What follows belongs to an exercise in optimizing a design on an open flow for small area, a short achievable clock period and few clock cycles; a production flow would make more cautious choices. The RTL was checked by simulation tests, not by an equivalence proof against the original design. Power figures rest on the tool's default switching activity, not on a simulated workload.

==> design.v <==
package twsf_pkg;
    localparam int NUM_SLOTS_DEF   = 16;
    localparam int MAX_PATTERN_DEF = 32;
    localparam logic [7:0] CH_STAR = 8'h2A;
    localparam logic [7:0] CH_DOT  = 8'h2E;
    localparam logic [1:0] KIND_STATUS  = 2'd0;
    localparam logic [1:0] KIND_MATCH   = 2'd1;
    localparam logic [1:0] KIND_NOMATCH = 2'd2;
    localparam logic STAT_OK  = 1'b0;
    localparam logic STAT_ERR = 1'b1;
    localparam logic [2:0] OPC_LOAD     = 3'd0;
    localparam logic [2:0] OPC_COMMIT   = 3'd1;
    localparam logic [2:0] OPC_REM_SLOT = 3'd2;
    localparam logic [2:0] OPC_REM_SUB  = 3'd3;
    localparam logic [2:0] OPC_MSG      = 3'd4;
    localparam logic [1:0] MODE_LIT  = 2'd0;
    localparam logic [1:0] MODE_WILD = 2'd1;
    localparam logic [1:0] MODE_HIT  = 2'd2;
    localparam logic [1:0] MODE_MISS = 2'd3;
endpackage
module twsf_ram #(
    parameter int WIDTH = 8,
    parameter int DEPTH = 32
) (
    input  logic                   clk,
    input  logic                   we,
    input  logic [DEPTH-1:0]       wsel,
    input  logic [WIDTH-1:0]       wdata,
    output logic [DEPTH*WIDTH-1:0] rdata
);
    logic [WIDTH-1:0] mem_reg [DEPTH];
    always_ff @(posedge clk)
    begin
        for (int i = 0; i < DEPTH; i++)
        begin
            if (we && wsel[i])
            begin
                mem_reg[i] <= wdata;
            end
        end
    end
    always_comb
    begin
        for (int i = 0; i < DEPTH; i++)
        begin
            rdata[i*WIDTH +: WIDTH] = mem_reg[i];
        end
    end
endmodule
import twsf_pkg::*;
module twsf_front #(
    parameter int NUM_SLOTS   = twsf_pkg::NUM_SLOTS_DEF,
    parameter int MAX_PATTERN = twsf_pkg::MAX_PATTERN_DEF
) (
    input  logic                   clk,
    input  logic                   rst_n,
    input  logic                   s_axis_tvalid,
    output logic                   s_axis_tready,
    input  logic [39:0]            s_axis_tdata,
    input  logic                   s_axis_tlast,
    output logic                   i_valid,
    output logic [2:0]             i_op,
    output logic [3:0]             i_slot,
    output logic [5:0]             i_pos,
    output logic [7:0]             i_data,
    output logic                   i_d_dot,
    output logic                   i_d_zero,
    output logic [15:0]            i_sub,
    output logic                   i_last,
    output logic                   i_need_out,
    output logic [NUM_SLOTS-1:0]   i_ld_slot,
    output logic [MAX_PATTERN-1:0] i_ld_pos,
    output logic [7:0]             i_wdata,
    input  logic                   q_full_next,
    input  logic                   q_any_next
);
    logic [2:0] op_field;
    logic [3:0] slot_field;
    logic [5:0] pos_field;
    logic       keep;
    logic       need;
    logic       is_ld;
    logic       accept;
    assign op_field   = s_axis_tdata[2:0];
    assign slot_field = s_axis_tdata[6:3];
    assign pos_field  = s_axis_tdata[12:7];
    always_comb
    begin
        is_ld = (op_field == OPC_LOAD) && (pos_field < 6'(MAX_PATTERN));
        case (op_field)
            OPC_LOAD:                          keep = is_ld;
            OPC_COMMIT, OPC_REM_SLOT,
            OPC_REM_SUB, OPC_MSG:              keep = 1'b1;
            default:                           keep = 1'b0;
        endcase
        need = (op_field == OPC_COMMIT) || (op_field == OPC_REM_SLOT)
               || (op_field == OPC_REM_SUB) || ((op_field == OPC_MSG) && s_axis_tlast);
    end
    logic stall_reg;
    logic valid_next;
    logic need_next;
    logic commit_next;
    assign s_axis_tready = !stall_reg;
    assign accept        = s_axis_tvalid && s_axis_tready;
    assign valid_next    = s_axis_tready ? (s_axis_tvalid && keep) : i_valid;
    assign need_next     = accept ? need : i_need_out;
    assign commit_next   = accept ? (op_field == OPC_COMMIT) : (i_op == OPC_COMMIT);
    always_ff @(posedge clk or negedge rst_n)
    begin
        if (!rst_n)
        begin
            i_valid   <= 1'b0;
            i_ld_slot <= '0;
            stall_reg <= 1'b0;
        end
        else
        begin
            stall_reg <= valid_next && need_next
                         && (q_full_next || (commit_next && q_any_next));
            if (s_axis_tready)
            begin
                i_valid <= s_axis_tvalid && keep;
            end
            for (int s = 0; s < NUM_SLOTS; s++)
            begin
                i_ld_slot[s] <= accept && is_ld && (slot_field == 4'(s));
            end
        end
    end
    always_ff @(posedge clk)
    begin
        if (accept)
        begin
            i_op       <= op_field;
            i_slot     <= slot_field;
            i_pos      <= ((op_field == OPC_COMMIT) && (pos_field > 6'(MAX_PATTERN)))
                          ? 6'(MAX_PATTERN) : pos_field;
            i_data     <= s_axis_tdata[20:13];
            i_d_dot    <= (s_axis_tdata[20:13] == CH_DOT);
            i_d_zero   <= (s_axis_tdata[20:13] == 8'h00);
            i_sub      <= s_axis_tdata[36:21];
            i_last     <= s_axis_tlast;
            i_need_out <= need;
        end
    end
    always_ff @(posedge clk)
    begin
        if (accept && is_ld)
        begin
            i_wdata <= s_axis_tdata[20:13];
        end
    end
    always_ff @(posedge clk)
    begin
        for (int p = 0; p < MAX_PATTERN; p++)
        begin
            i_ld_pos[p] <= (pos_field[4:0] == 5'(p));
        end
    end
endmodule
import twsf_pkg::*;
module twsf_slot #(
    parameter int MAX_PATTERN = twsf_pkg::MAX_PATTERN_DEF
) (
    input  logic        clk,
    input  logic        rst_n,
    input  logic        load_we,
    input  logic [MAX_PATTERN-1:0] load_sel,
    input  logic        commit_we,
    input  logic        rem_we,
    input  logic        remsub_en,
    input  logic        msg_we,
    input  logic        msg_start,
    input  logic [5:0]  pos,
    input  logic [7:0]  data,
    input  logic [7:0]  wdata,
    input  logic        d_dot,
    input  logic        d_zero,
    input  logic [15:0] sub_in,
    output logic        used,
    output logic [15:0] sub,
    output logic        hit
);
    localparam int N = MAX_PATTERN;
    localparam logic [2:0] M_LIT  = 3'd0;
    localparam logic [2:0] M_WILD = 3'd1;
    localparam logic [2:0] M_HIT  = 3'd2;
    localparam logic [2:0] M_MISS = 3'd3;
    localparam logic [2:0] M_STAR = 3'd4;
    logic [N*8-1:0] bytes;
    logic [5:0]     len_reg;
    logic [15:0]    sub_reg;
    logic           used_reg;
    logic [2:0]     mode_reg;
    localparam int NH = N / 4 + 1;
    logic [NH-1:0]  ph_reg;
    logic [3:0]     pl_reg;
    logic [N:0]     p_oh;
    twsf_ram #(
        .WIDTH (8),
        .DEPTH (N)
    ) u_pat (
        .clk   (clk),
        .we    (load_we),
        .wsel  (load_sel),
        .wdata (wdata),
        .rdata (bytes)
    );
    logic [N+1:0] st;
    always_comb
    begin
        st = '0;
        for (int i = 0; i < N; i++)
        begin
            st[i] = (bytes[i*8 +: 8] == CH_STAR);
        end
    end
    function automatic logic [4:0] step(input logic [2:0] mode, input logic cz,
                                        input logic cdot, input logic ceq,
                                        input logic s1, input logic dd,
                                        input logic dz);
        logic [2:0] m;
        logic [1:0] inc;
        logic       open1;
        m     = mode;
        inc   = 2'd0;
        open1 = 1'b0;
        case (mode)
            M_LIT:
            begin
                if (cz)
                    m = M_HIT;
                else if (cdot)
                begin
                    if (dd)
                        open1 = 1'b1;
                    else
                        m = M_MISS;
                end
                else if (!ceq)
                    m = M_MISS;
                else
                    inc = 2'd1;
            end
            M_WILD:
            begin
                if (dd)
                    open1 = 1'b1;
                else if (dz)
                    m = M_MISS;
            end
            M_STAR:
            begin
                if (cz)
                    m = M_HIT;
                else if (cdot)
                begin
                    if (dd)
                        open1 = 1'b1;
                    else if (dz)
                        m = M_MISS;
                    else
                        m = M_WILD;
                end
                else
                    m = M_MISS;
            end
            default: ;
        endcase
        if (open1)
        begin
            if (s1)
            begin
                m   = M_STAR;
                inc = 2'd2;
            end
            else
            begin
                m   = M_LIT;
                inc = 2'd1;
            end
        end
        step = {m, inc};
    endfunction
    logic [N+1:0] below;
    always_comb
    begin
        below = '0;
        for (int i = 0; i < N; i++)
        begin
            below[i] = (len_reg > 6'(i));
        end
    end
    logic [7:0] rc;
    logic       rs1;
    logic       lt0;
    logic       lt1;
    logic       cz;
    logic       cdot;
    logic       ceq;
    logic       s1;
    always_comb
    begin
        rc  = '0;
        rs1 = 1'b0;
        lt0 = 1'b0;
        lt1 = 1'b0;
        for (int i = 0; i <= N; i++)
        begin
            p_oh[i] = ph_reg[i/4] & pl_reg[i%4];
            if (i < N)
            begin
                rc = rc | ({8{p_oh[i]}} & bytes[i*8 +: 8]);
            end
            rs1 = rs1 | (p_oh[i] & st[i+1]);
            lt0 = lt0 | (p_oh[i] & below[i]);
            lt1 = lt1 | (p_oh[i] & below[i+1]);
        end
        cz   = !lt0 || (rc == 8'h00);
        cdot = lt0 && (rc == CH_DOT);
        ceq  = (rc == data);
        s1   = rs1 && lt1;
    end
    logic [4:0] g_res;
    assign g_res = step(mode_reg, cz, cdot, ceq, s1, d_dot, d_zero);
    logic       o_star;
    logic [4:0] s_res;
    always_comb
    begin
        o_star = st[0] && (len_reg > 6'd0);
        if (o_star)
            s_res = step(M_STAR, !(len_reg > 6'd1) || (bytes[15:8] == 8'h00),
                         (len_reg > 6'd1) && (bytes[15:8] == CH_DOT), 1'b0,
                         st[2] && (len_reg > 6'd2), d_dot, d_zero);
        else
            s_res = step(M_LIT, !(len_reg > 6'd0) || (bytes[7:0] == 8'h00),
                         (len_reg > 6'd0) && (bytes[7:0] == CH_DOT), bytes[7:0] == data,
                         st[1] && (len_reg > 6'd1), d_dot, d_zero);
    end
    logic [2:0] t_mode;
    always_comb
    begin
        t_mode = mode_reg;
        if ((mode_reg == M_LIT) && cz)
            t_mode = M_HIT;
        else if (mode_reg == M_STAR)
            t_mode = cz ? M_HIT : (cdot ? M_WILD : M_MISS);
    end
    assign hit  = used_reg && (t_mode == M_HIT);
    assign used = used_reg;
    assign sub  = sub_reg;
    always_ff @(posedge clk)
    begin
        if (commit_we)
        begin
            mode_reg <= M_MISS;
            len_reg  <= pos;
            sub_reg  <= sub_in;
        end
        else if (msg_we)
        begin
            if (msg_start)
            begin
                mode_reg <= s_res[4:2];
                ph_reg   <= NH'(1);
                pl_reg   <= 4'(1) << (2'(o_star) + s_res[1:0]);
            end
            else
            begin
                mode_reg <= g_res[4:2];
                case (g_res[1:0])
                    2'd1:
                    begin
                        pl_reg <= {pl_reg[2:0], pl_reg[3]};
                        if (pl_reg[3])
                            ph_reg <= ph_reg << 1;
                    end
                    2'd2:
                    begin
                        pl_reg <= {pl_reg[1:0], pl_reg[3:2]};
                        if (pl_reg[3] || pl_reg[2])
                            ph_reg <= ph_reg << 1;
                    end
                    default: ;
                endcase
            end
        end
        else
        begin
            mode_reg <= t_mode;
        end
    end
    always_ff @(posedge clk or negedge rst_n)
    begin
        if (!rst_n)
            used_reg <= 1'b0;
        else if (commit_we)
            used_reg <= 1'b1;
        else if (rem_we || (remsub_en && (sub_reg == sub_in)))
            used_reg <= 1'b0;
    end
endmodule
module twsf_back #(
    parameter int NUM_SLOTS   = twsf_pkg::NUM_SLOTS_DEF,
    parameter int MAX_PATTERN = twsf_pkg::MAX_PATTERN_DEF
) (
    input  logic        clk,
    input  logic        rst_n,
    input  logic        i_valid,
    input  logic [2:0]  i_op,
    input  logic [3:0]  i_slot,
    input  logic [5:0]  i_pos,
    input  logic [7:0]  i_data,
    input  logic        i_d_dot,
    input  logic        i_d_zero,
    input  logic [15:0] i_sub,
    input  logic        i_last,
    input  logic        i_need_out,
    input  logic [NUM_SLOTS-1:0]   i_ld_slot,
    input  logic [MAX_PATTERN-1:0] i_ld_pos,
    input  logic [7:0]  i_wdata,
    output logic        q_full_next,
    output logic        q_any_next,
    output logic        m_axis_tvalid,
    input  logic        m_axis_tready,
    output logic [23:0] m_axis_tdata,
    output logic [1:0]  m_axis_tuser,
    output logic        m_axis_tlast
);
    logic [NUM_SLOTS-1:0] used;
    logic [NUM_SLOTS-1:0] hit;
    logic [15:0]          sub [NUM_SLOTS];
    logic                 msg_start_reg;
    logic [1:0]           q_v;
    logic [1:0]           q_single;
    logic [1:0]           q_fill;
    logic [1:0]           q_err;
    logic [1:0][NUM_SLOTS-1:0] q_mask;
    logic                 out_valid_reg;
    logic [1:0]           out_kind_reg;
    logic                 out_err_reg;
    logic [15:0]          out_sub_reg;
    logic                 out_last_reg;
    logic                 go;
    logic                 is_commit, is_rem, is_remsub, is_msg;
    assign go        = i_valid && !(i_need_out && (q_v[1] || ((i_op == OPC_COMMIT) && q_v[0])));
    assign is_commit = go && (i_op == OPC_COMMIT);
    assign is_rem    = go && (i_op == OPC_REM_SLOT);
    assign is_remsub = go && (i_op == OPC_REM_SUB);
    assign is_msg    = go && (i_op == OPC_MSG);
    for (genvar s = 0; s < NUM_SLOTS; s++)
    begin : g_slot
        logic sel;
        assign sel = (i_slot == 4'(s));
        twsf_slot #(
            .MAX_PATTERN (MAX_PATTERN)
        ) u_slot (
            .clk       (clk),
            .rst_n     (rst_n),
            .load_we   (i_ld_slot[s]),
            .load_sel  (i_ld_pos),
            .commit_we (is_commit && sel),
            .rem_we    (is_rem && sel),
            .remsub_en (is_remsub),
            .msg_we    (is_msg),
            .msg_start (msg_start_reg),
            .pos       (i_pos),
            .data      (i_data),
            .wdata     (i_wdata),
            .d_dot     (i_d_dot),
            .d_zero    (i_d_zero),
            .sub_in    (i_sub),
            .used      (used[s]),
            .sub       (sub[s]),
            .hit       (hit[s])
        );
    end
    logic [NUM_SLOTS-1:0] low;
    logic [NUM_SLOTS-1:0] rest;
    logic [15:0]          low_sub;
    logic                 out_free;
    logic                 emit;
    logic                 done;
    always_comb
    begin
        low     = q_mask[0] & (~q_mask[0] + 1'b1);
        rest    = q_mask[0] & ~low;
        low_sub = '0;
        for (int s = 0; s < NUM_SLOTS; s++)
        begin
            low_sub = low_sub | ({16{low[s]}} & sub[s]);
        end
        out_free = !out_valid_reg || m_axis_tready;
        emit     = out_free && q_v[0] && !q_fill[0];
        done     = emit && (q_single[0] || (rest == '0));
    end
    logic                 push_st;
    logic                 push_msg;
    logic [1:0]           n_v;
    logic [1:0]           n_single;
    logic [1:0]           n_fill;
    logic [1:0]           n_err;
    logic [1:0][NUM_SLOTS-1:0] n_mask;
    logic                 slot_new;
    always_comb
    begin
        push_st  = is_commit || is_rem || is_remsub;
        push_msg = is_msg && i_last;
        n_v      = q_v;
        n_single = q_single;
        n_fill   = q_fill;
        n_err    = q_err;
        n_mask   = q_mask;
        for (int k = 0; k < 2; k++)
        begin
            if (q_fill[k])
            begin
                n_fill[k] = 1'b0;
                n_mask[k] = hit;
            end
        end
        if (done)
        begin
            n_v[0]      = n_v[1];
            n_single[0] = n_single[1];
            n_fill[0]   = n_fill[1];
            n_err[0]    = n_err[1];
            n_mask[0]   = n_mask[1];
            n_v[1]      = 1'b0;
        end
        else if (emit)
        begin
            n_mask[0] = rest;
        end
        slot_new = n_v[0];
        if (push_st || push_msg)
        begin
            n_v[slot_new]      = 1'b1;
            n_single[slot_new] = push_st;
            n_fill[slot_new]   = push_msg;
            n_err[slot_new]    = is_rem && !used[i_slot];
            n_mask[slot_new]   = '0;
        end
    end
    assign q_full_next = n_v[1];
    assign q_any_next  = n_v[0];
    always_ff @(posedge clk or negedge rst_n)
    begin
        if (!rst_n)
        begin
            msg_start_reg <= 1'b1;
            q_v           <= '0;
            q_fill        <= '0;
            out_valid_reg <= 1'b0;
        end
        else
        begin
            if (is_msg)
            begin
                msg_start_reg <= i_last;
            end
            if (out_free)
            begin
                out_valid_reg <= emit;
            end
            q_v    <= n_v;
            q_fill <= n_fill;
        end
    end
    always_ff @(posedge clk)
    begin
        q_single <= n_single;
        q_err    <= n_err;
        q_mask   <= n_mask;
        if (emit)
        begin
            if (q_single[0])
            begin
                out_kind_reg <= KIND_STATUS;
                out_err_reg  <= q_err[0];
                out_sub_reg  <= '0;
                out_last_reg <= 1'b1;
            end
            else if (q_mask[0] == '0)
            begin
                out_kind_reg <= KIND_NOMATCH;
                out_err_reg  <= STAT_OK;
                out_sub_reg  <= '0;
                out_last_reg <= 1'b1;
            end
            else
            begin
                out_kind_reg <= KIND_MATCH;
                out_err_reg  <= STAT_OK;
                out_sub_reg  <= low_sub;
                out_last_reg <= (rest == '0);
            end
        end
    end
    assign m_axis_tvalid = out_valid_reg;
    assign m_axis_tdata  = {7'b0, out_sub_reg, out_err_reg};
    assign m_axis_tuser  = out_kind_reg;
    assign m_axis_tlast  = out_last_reg;
endmodule
import twsf_pkg::*;
module topic_wildcard_subscription_filter_unit #(
    parameter int NUM_SLOTS   = twsf_pkg::NUM_SLOTS_DEF,
    parameter int MAX_PATTERN = twsf_pkg::MAX_PATTERN_DEF
) (
    input  logic        clk,
    input  logic        rst_n,
    input  logic        s_axis_tvalid,
    output logic        s_axis_tready,
    input  logic [39:0] s_axis_tdata,
    input  logic        s_axis_tlast,
    output logic        m_axis_tvalid,
    input  logic        m_axis_tready,
    output logic [23:0] m_axis_tdata,
    output logic [1:0]  m_axis_tuser,
    output logic        m_axis_tlast
);
    logic        i_valid;
    logic [2:0]  i_op;
    logic [3:0]  i_slot;
    logic [5:0]  i_pos;
    logic [7:0]  i_data;
    logic        i_d_dot;
    logic        i_d_zero;
    logic [15:0] i_sub;
    logic        i_last;
    logic        i_need_out;
    logic [NUM_SLOTS-1:0]   i_ld_slot;
    logic [MAX_PATTERN-1:0] i_ld_pos;
    logic        q_full_next;
    logic        q_any_next;
    logic [7:0]  i_wdata;
    twsf_front #(
        .NUM_SLOTS   (NUM_SLOTS),
        .MAX_PATTERN (MAX_PATTERN)
    ) u_front (
        .clk           (clk),
        .rst_n         (rst_n),
        .s_axis_tvalid (s_axis_tvalid),
        .s_axis_tready (s_axis_tready),
        .s_axis_tdata  (s_axis_tdata),
        .s_axis_tlast  (s_axis_tlast),
        .i_valid       (i_valid),
        .i_op          (i_op),
        .i_slot        (i_slot),
        .i_pos         (i_pos),
        .i_data        (i_data),
        .i_d_dot       (i_d_dot),
        .i_d_zero      (i_d_zero),
        .i_sub         (i_sub),
        .i_last        (i_last),
        .i_need_out    (i_need_out),
        .i_ld_slot     (i_ld_slot),
        .i_ld_pos      (i_ld_pos),
        .i_wdata       (i_wdata),
        .q_full_next   (q_full_next),
        .q_any_next    (q_any_next)
    );
    twsf_back #(
        .NUM_SLOTS   (NUM_SLOTS),
        .MAX_PATTERN (MAX_PATTERN)
    ) u_back (
        .clk           (clk),
        .rst_n         (rst_n),
        .i_valid       (i_valid),
        .i_op          (i_op),
        .i_slot        (i_slot),
        .i_pos         (i_pos),
        .i_data        (i_data),
        .i_d_dot       (i_d_dot),
        .i_d_zero      (i_d_zero),
        .i_sub         (i_sub),
        .i_last        (i_last),
        .i_need_out    (i_need_out),
        .i_ld_slot     (i_ld_slot),
        .i_ld_pos      (i_ld_pos),
        .i_wdata       (i_wdata),
        .q_full_next   (q_full_next),
        .q_any_next    (q_any_next),
        .m_axis_tvalid (m_axis_tvalid),
        .m_axis_tready (m_axis_tready),
        .m_axis_tdata  (m_axis_tdata),
        .m_axis_tuser  (m_axis_tuser),
        .m_axis_tlast  (m_axis_tlast)
    );
endmodule
==> run.sh <==
#!/bin/bash
# synth_recipe.tcl (not shown) runs the flow's synth.tcl, then flattens the netlist and writes it again
# the make line also repeats each setting of config.mk as NAME=value (left out here)
make -C /OpenROAD-flow-scripts/flow DESIGN_CONFIG=/design/flow/config.mk WORK_HOME=/design/flow/orfs CLKGATE_MAP_FILE= SYNTH_SCRIPT=/design/flow/synth_recipe.tcl finish
==> config.mk <==
export PLATFORM = sky130hd
export DESIGN_NAME = topic_wildcard_subscription_filter_unit
export DESIGN_NICKNAME = topic_wildcard_subscription_filter_unit
export VERILOG_FILES = /design/flow/design.v
export SDC_FILE = /design/flow/constraint.sdc
export NUM_CORES = 4
export LEC_CHECK = 0
export CAP_MARGIN = 20
export CORE_MARGIN = 2
export CORE_UTILIZATION = 55
export SETUP_SLACK_MARGIN = 4.7
export SLEW_MARGIN = 20
export SYNTH_MEMORY_MAX_BITS = 8192
export TNS_END_PERCENT = 5
==> constraint.sdc <==
create_clock -name core_clock -period 8.0 [get_ports {clk}]
set_input_delay 1.6000 -clock core_clock [delete_from_list [all_inputs] [get_ports {clk}]]
set_output_delay 1.6000 -clock core_clock [all_outputs]
set_load 0.01 [all_outputs]
==> impl_table.tex <==
\begin{tabular}{lr}
\hline
Metric & Value \\
\hline
\multicolumn{2}{l}{\textbf{Timing}} \\
\quad Final worst-path cycle share & 50.6\% \\
\quad Period minus WS final & 4040 ps \\
\quad Minimum hold slack & 479 ps \\
\quad Final Max Slew Viols & 0 \\
\quad Clock skew after layout & 37.3 ps \\
\quad Timing-limited maximum frequency & 0.247 GHz \\
\quad Relative slew slack & 6.30\% \\
\quad Total negative slack & 0 ps \\
\quad Slew at the pin with the worst max-slew slack & 1410 ps \\
\quad Number of endpoints failing setup at the final stage & 0 \\
\quad RSZ-0062 raised after global routing & yes \\
\quad Final Hold Viols & 0 \\
\multicolumn{2}{l}{\textbf{Power}} \\
\quad Leakage power total & 81.3 nW \\
\quad Combinational share of power & 7.4\% \\
\quad Pint & 0.0438 W \\
\quad Net switching power & 0.0137 W \\
\quad Switching part of the total & 23.9\% \\
\quad Portion of total power attributed to the clock network & 43.0\% \\
\quad Sequential fraction of design power & 49.6\% \\
\quad Worst vdd ir & 0.252 mV \\
\quad Power Total & 0.0575 W \\
\quad Power density over cell area & 227 nW/um2 \\
\multicolumn{2}{l}{\textbf{Min path}} \\
\quad Hold Crit Endpoint & u\_back.q\_mask[30]\$\_DFF\_P\_ \\
\quad Worst min-delay path startpoint & u\_back.q\_mask[30]\$\_DFF\_P\_ \\
\quad Kind of path behind the tightest hold check & reg -> reg \\
\quad Hold Crit Depth & 2 \\
\multicolumn{2}{l}{\textbf{Floorplan}} \\
\quad Core Footprint & 400000 um2 \\
\quad Die area & 408000 um2 \\
\quad Overall die width & 638 um \\
\quad Cell Rows & 232 \\
\quad Die extent in y & 638 um \\
\quad Starting utilization of the core area & 55.3\% \\
\quad I/O pin cnt & 74 \\
\multicolumn{2}{l}{\textbf{Global routing}} \\
\quad GRT overflow & 0 \\
\quad First-pass GRT wire length & 1230000 um \\
\quad Largest net degree at the start of global routing & 144 \\
\quad Number of global-route vias before repair & 162320 \\
\quad Total track usage & 41.8\% \\
\quad Antenna violations before repair & 92 \\
\multicolumn{2}{l}{\textbf{Setup path}} \\
\quad Maximum cell stage delay along the critical path & 580 ps \\
\quad Endpoint of the lowest-slack register-to-register path & u\_back.q\_mask[3]\$\_DFF\_P\_ \\
\quad Register-to-Register Path Depth & 13 \\
\quad Kind of start point of the critical path & register \\
\quad Type of destination of the critical path & register \\
\quad Source of the worst register-to-register timing path & u\_back.g\_slot[3].u\_slot.ph\_reg[3]\$\_SDFFCE\_PP0P\_ \\
\quad Setup slack on the worst flop-to-flop path & 3960 ps \\
\quad Critical path required time & 9000 ps \\
\quad Worst endpoint data arrival time & 5050 ps \\
\quad Kind of critical path & reg -> reg \\
\quad CP max FO & 4 \\
\quad Crit path max-delay cell type & sky130\_fd\_sc\_hd\_\_or4\_4 \\
\quad Most frequent cell on the critical path & sky130\_fd\_sc\_hd\_\_a222oi\_1 \\
\quad Chain of cells forming the critical path & buf\_6, buf\_12, a22oi\_1, nand4\_1, a222oi\_1, nand3\_1, or4\_4, buf\_4, o31a\_1, mux2i\_4, and3b\_2, a222oi\_1, nor2\_1 \\
\quad Startpoint of the worst setup timing path & u\_back.g\_slot[3].u\_slot.ph\_reg[3]\$\_SDFFCE\_PP0P\_ \\
\multicolumn{2}{l}{\textbf{Yosys}} \\
\quad Async S/R FF share, synth & 0.822\% \\
\quad Netlist area before placement & 221000 um2 \\
\quad Library cells used by synthesis & 116 \\
\quad Compound-cell area share of the yosys netlist & 15.1\% \\
\quad Top post-synthesis cells by area & sky130\_fd\_sc\_hd\_\_edfxtp\_1 64\%, sky130\_fd\_sc\_hd\_\_a22oi\_1 4.4\%, sky130\_fd\_sc\_hd\_\_nand4\_1 1.9\% \\
\quad Cells after Synth & 16777 \\
\quad Area share of and/or/nand/nor cells after synthesis & 14.0\% \\
\quad Flip-flop cell with the highest count after synthesis & sky130\_fd\_sc\_hd\_\_edfxtp\_1 \\
\quad Largest area contributor in the synthesized netlist & sky130\_fd\_sc\_hd\_\_edfxtp\_1 \\
\quad Post-synthesis sequential area ratio & 65.4\% \\
\quad Commonest cells in the synthesized netlist & 4710 x sky130\_fd\_sc\_hd\_\_edfxtp\_1, 1289 x sky130\_fd\_sc\_hd\_\_a22oi\_1, 958 x sky130\_fd\_sc\_hd\_\_clkbuf\_1 \\
\quad Number of flops mapped to enable cells by yosys & 4710 \\
\quad Adder-cell area share of the yosys netlist & 0.222\% \\
\quad Post-synthesis register bit count & 4865 \\
\quad Post-synthesis xor/xnor area fraction & 2.12\% \\
\quad Mean area per synthesized cell & 13.2 um2 \\
\quad Post-synth top area share & 63.9\% \\
\quad Most repeated cell in the gate-level netlist after synthesis & sky130\_fd\_sc\_hd\_\_edfxtp\_1 \\
\quad Ys Warns & 6 \\
\quad Mux share of post-synthesis cell area & 0.482\% \\
\quad Dominant combinational cell family by area after synthesis & compound AO/OA/AOI/OAI gates \\
\multicolumn{2}{l}{\textbf{Placement}} \\
\quad Final weighted congestion of routability-driven global placement & 1.00 \\
\quad Sum of net half-perimeters after detailed placement & 553000 um \\
\quad Placed inst area & 227000 um2 \\
\quad Count of buffers inserted at the top-level ports & 63 \\
\multicolumn{2}{l}{\textbf{Route}} \\
\quad Via density per instance & 7.68 \\
\quad Vias & 176879 \\
\quad Number of antenna-violating nets in the routed design & 2 \\
\quad Detailed-routing iteration count for the pre-antenna-repair pass & 13 \\
\quad Post-route DRC & 0 \\
\quad Post-detailed-route wirelength per cell & 38.6 um \\
\quad Routed Wire Length & 889000 um \\
\quad Initial DRC count & 33438 \\
\multicolumn{2}{l}{\textbf{CTS}} \\
\quad CTS tree & yes \\
\quad TritonCTS sink count & 4865 \\
\quad Buffer levels on the longest clock path & 4 \\
\quad Skew-Pair Late Insertion Delay & 1090 ps \\
\quad H-tree depth reported by CTS & 6 \\
\quad Number of buffers inserted during clock tree synthesis & 524 \\
\quad Hold-fix buffer count after cts & 0 \\
\quad Clock transition at path regs & 70 ps \\
\quad Root Driver & sky130\_fd\_sc\_hd\_\_clkbuf\_16 \\
\multicolumn{2}{l}{\textbf{Layout}} \\
\quad Fraction of layout cells with a size suffix above 1 & 13.3\% \\
\quad Post-route cell area & 253000 um2 \\
\quad Area Growth Syn to Fin & 14.3\% \\
\quad NumNets Final & 17092 \\
\quad Flip-flop count of the largest register after layout & 4096 \\
\multicolumn{2}{l}{\textbf{Status}} \\
\quad Failing Checks & antenna violations \\
\quad Run status & complete, but fails checks \\
\multicolumn{2}{l}{\textbf{Run}} \\
\quad \# Max-Cap Violations & 0 \\
\hline
\end{tabular}
-- final cells by class --
cell class,instances,area (um2)
timing repair inverter,2,10.0
timing repair buffer,1038,9610
inverter,234,1080
clock inverter,294,3130
antenna,319,798
clock buffer,647,14200
multi-input combinational,10366,72900
fill,29852,147000
sequential,4865,145000
tap,5265,6590
-- worst max-delay path by stage --
stage,end
final,u_back.q_mask[3]$_DFF_P_
after global routing,u_back.g_slot[3].u_slot.ph_reg[2]$_SDFFCE_PP0P_
after CTS,u_back.g_slot[3].u_slot.ph_reg[6]$_SDFFCE_PP0P_
after detailed placement,u_back.q_err[0]$_DFF_P_
after global placement,u_back.g_slot[7].u_slot.ph_reg[0]$_SDFFCE_PP1P_
after floorplan,u_back.g_slot[0].u_slot.u_pat.mem_reg[0][0]$_DFFE_PP_
-- through the flow --
step	setup WS (ps)	cells	utilization, %
after floorplan	407	16783	-
after global placement	2450	21203	56.7
after detailed placement	2670	21203	56.7
after CTS	4150	22540	62.4
after global routing	3970	22828	63.2
final	3960	23030	63.3
-- power groups by stage --
stage | logic [W] | clock network (W) | registers [W]
2_1_floorplan | 0.00232 | 0 | 0.0288
3_3_place_gp | 0.00380 | 0 | 0.0290
3_5_place_dp | 0.00388 | 0 | 0.0290
4_1_cts | 0.00405 | 0.0247 | 0.0285
5_1_grt | 0.00447 | 0.0258 | 0.0285
6_report | 0.00427 | 0.0247 | 0.0285
-- routing by layer --
layer / track usage, % / share of wire (%)
met1: 55.6 / 35
met4: 22.1 / 6.2
met2: 61.9 / 44
met5: 0.0709 / 0.038
met3: 12.6 / 15
-- cells in the final DEF (no fill, tap or decap), types with 237 or more instances in the layout --
cell type	count
sky130_fd_sc_hd__clkbuf_16	564
sky130_fd_sc_hd__nand3_1	497
sky130_fd_sc_hd__xor2_1	390
sky130_fd_sc_hd__edfxtp_1	4710
sky130_fd_sc_hd__a22o_1	311
sky130_fd_sc_hd__o21ai_0	446
sky130_fd_sc_hd__o22ai_1	238
sky130_fd_sc_hd__a22oi_1	1265
sky130_fd_sc_hd__nor4_1	237
sky130_fd_sc_hd__nand2_1	722
sky130_fd_sc_hd__diode_2	319
sky130_fd_sc_hd__nand4_1	660
sky130_fd_sc_hd__nor2_1	572
sky130_fd_sc_hd__a21oi_1	586
sky130_fd_sc_hd__nor4b_1	417
sky130_fd_sc_hd__nor4bb_1	362
sky130_fd_sc_hd__and2_1	563
sky130_fd_sc_hd__nor3_1	240
sky130_fd_sc_hd__buf_4	794
sky130_fd_sc_hd__a222oi_1	337
-- cells by family (layout without fill, tap and decap cells) --
family          Yosys count  after routing
simple gates           5121           5122
flops                  4865           4865
compound gates         4558           4558
buf+inv                1553           2215
xor+xnor                535            535
mux                      99             99
fa+ha+maj                45             45
other cells               1            326
-- critical path, delay by kind of cell (launching register included) --
family                 cells  cell delay [ps]
flip-flops                 1              430
buffers and inverters      3              450
multiplexers               1              310
AND/OR/NAND/NOR            5             1500
AO/OA/AOI/OAI              4             1290
-- timing repair --
| item | CTS | global route |
|---|---|---|
| endpoints found under the setup margin | 430 | 474 |
| resized for setup | 411 | 235 |
| buffers inserted | 389 | 150 |
| gates cloned | 7 | 18 |
| pin swaps | 114 | 99 |
| endpoints found under the hold margin | 0 | 0 |
Testbench counts, summed over its fixed seeds: cycles 5,649.

==> what the ideal ports hide <==
How much do the figures lean on ideal ports? The routed layout below was timed once more, with nothing changed but the port constraints. Step 1 sets driving cells, clkbuf_16 on the clock port and buf_2 on the other inputs (assumed; they add their load-dependent delay and slew). Step 2 moves the port delays by t, midway between the first and last clock arrival at a register: inputs arrive t later, outputs are due t later. That takes back most of the time a late clock gives input paths. Three values: ideal, step 1, step 2; two values: the first two.
t (ns): 1.179
slack for setup (ns): 3.956 / 3.956 / 3.405
hold slack, ns: 0.479 / 0.418 / 0.479
worst slew at a driven data input, ns: 0.32
cell pins on the clock port's net: 1
The setup slack of this run moves by 0.000 ns with the drivers and by -0.551 ns with both steps.
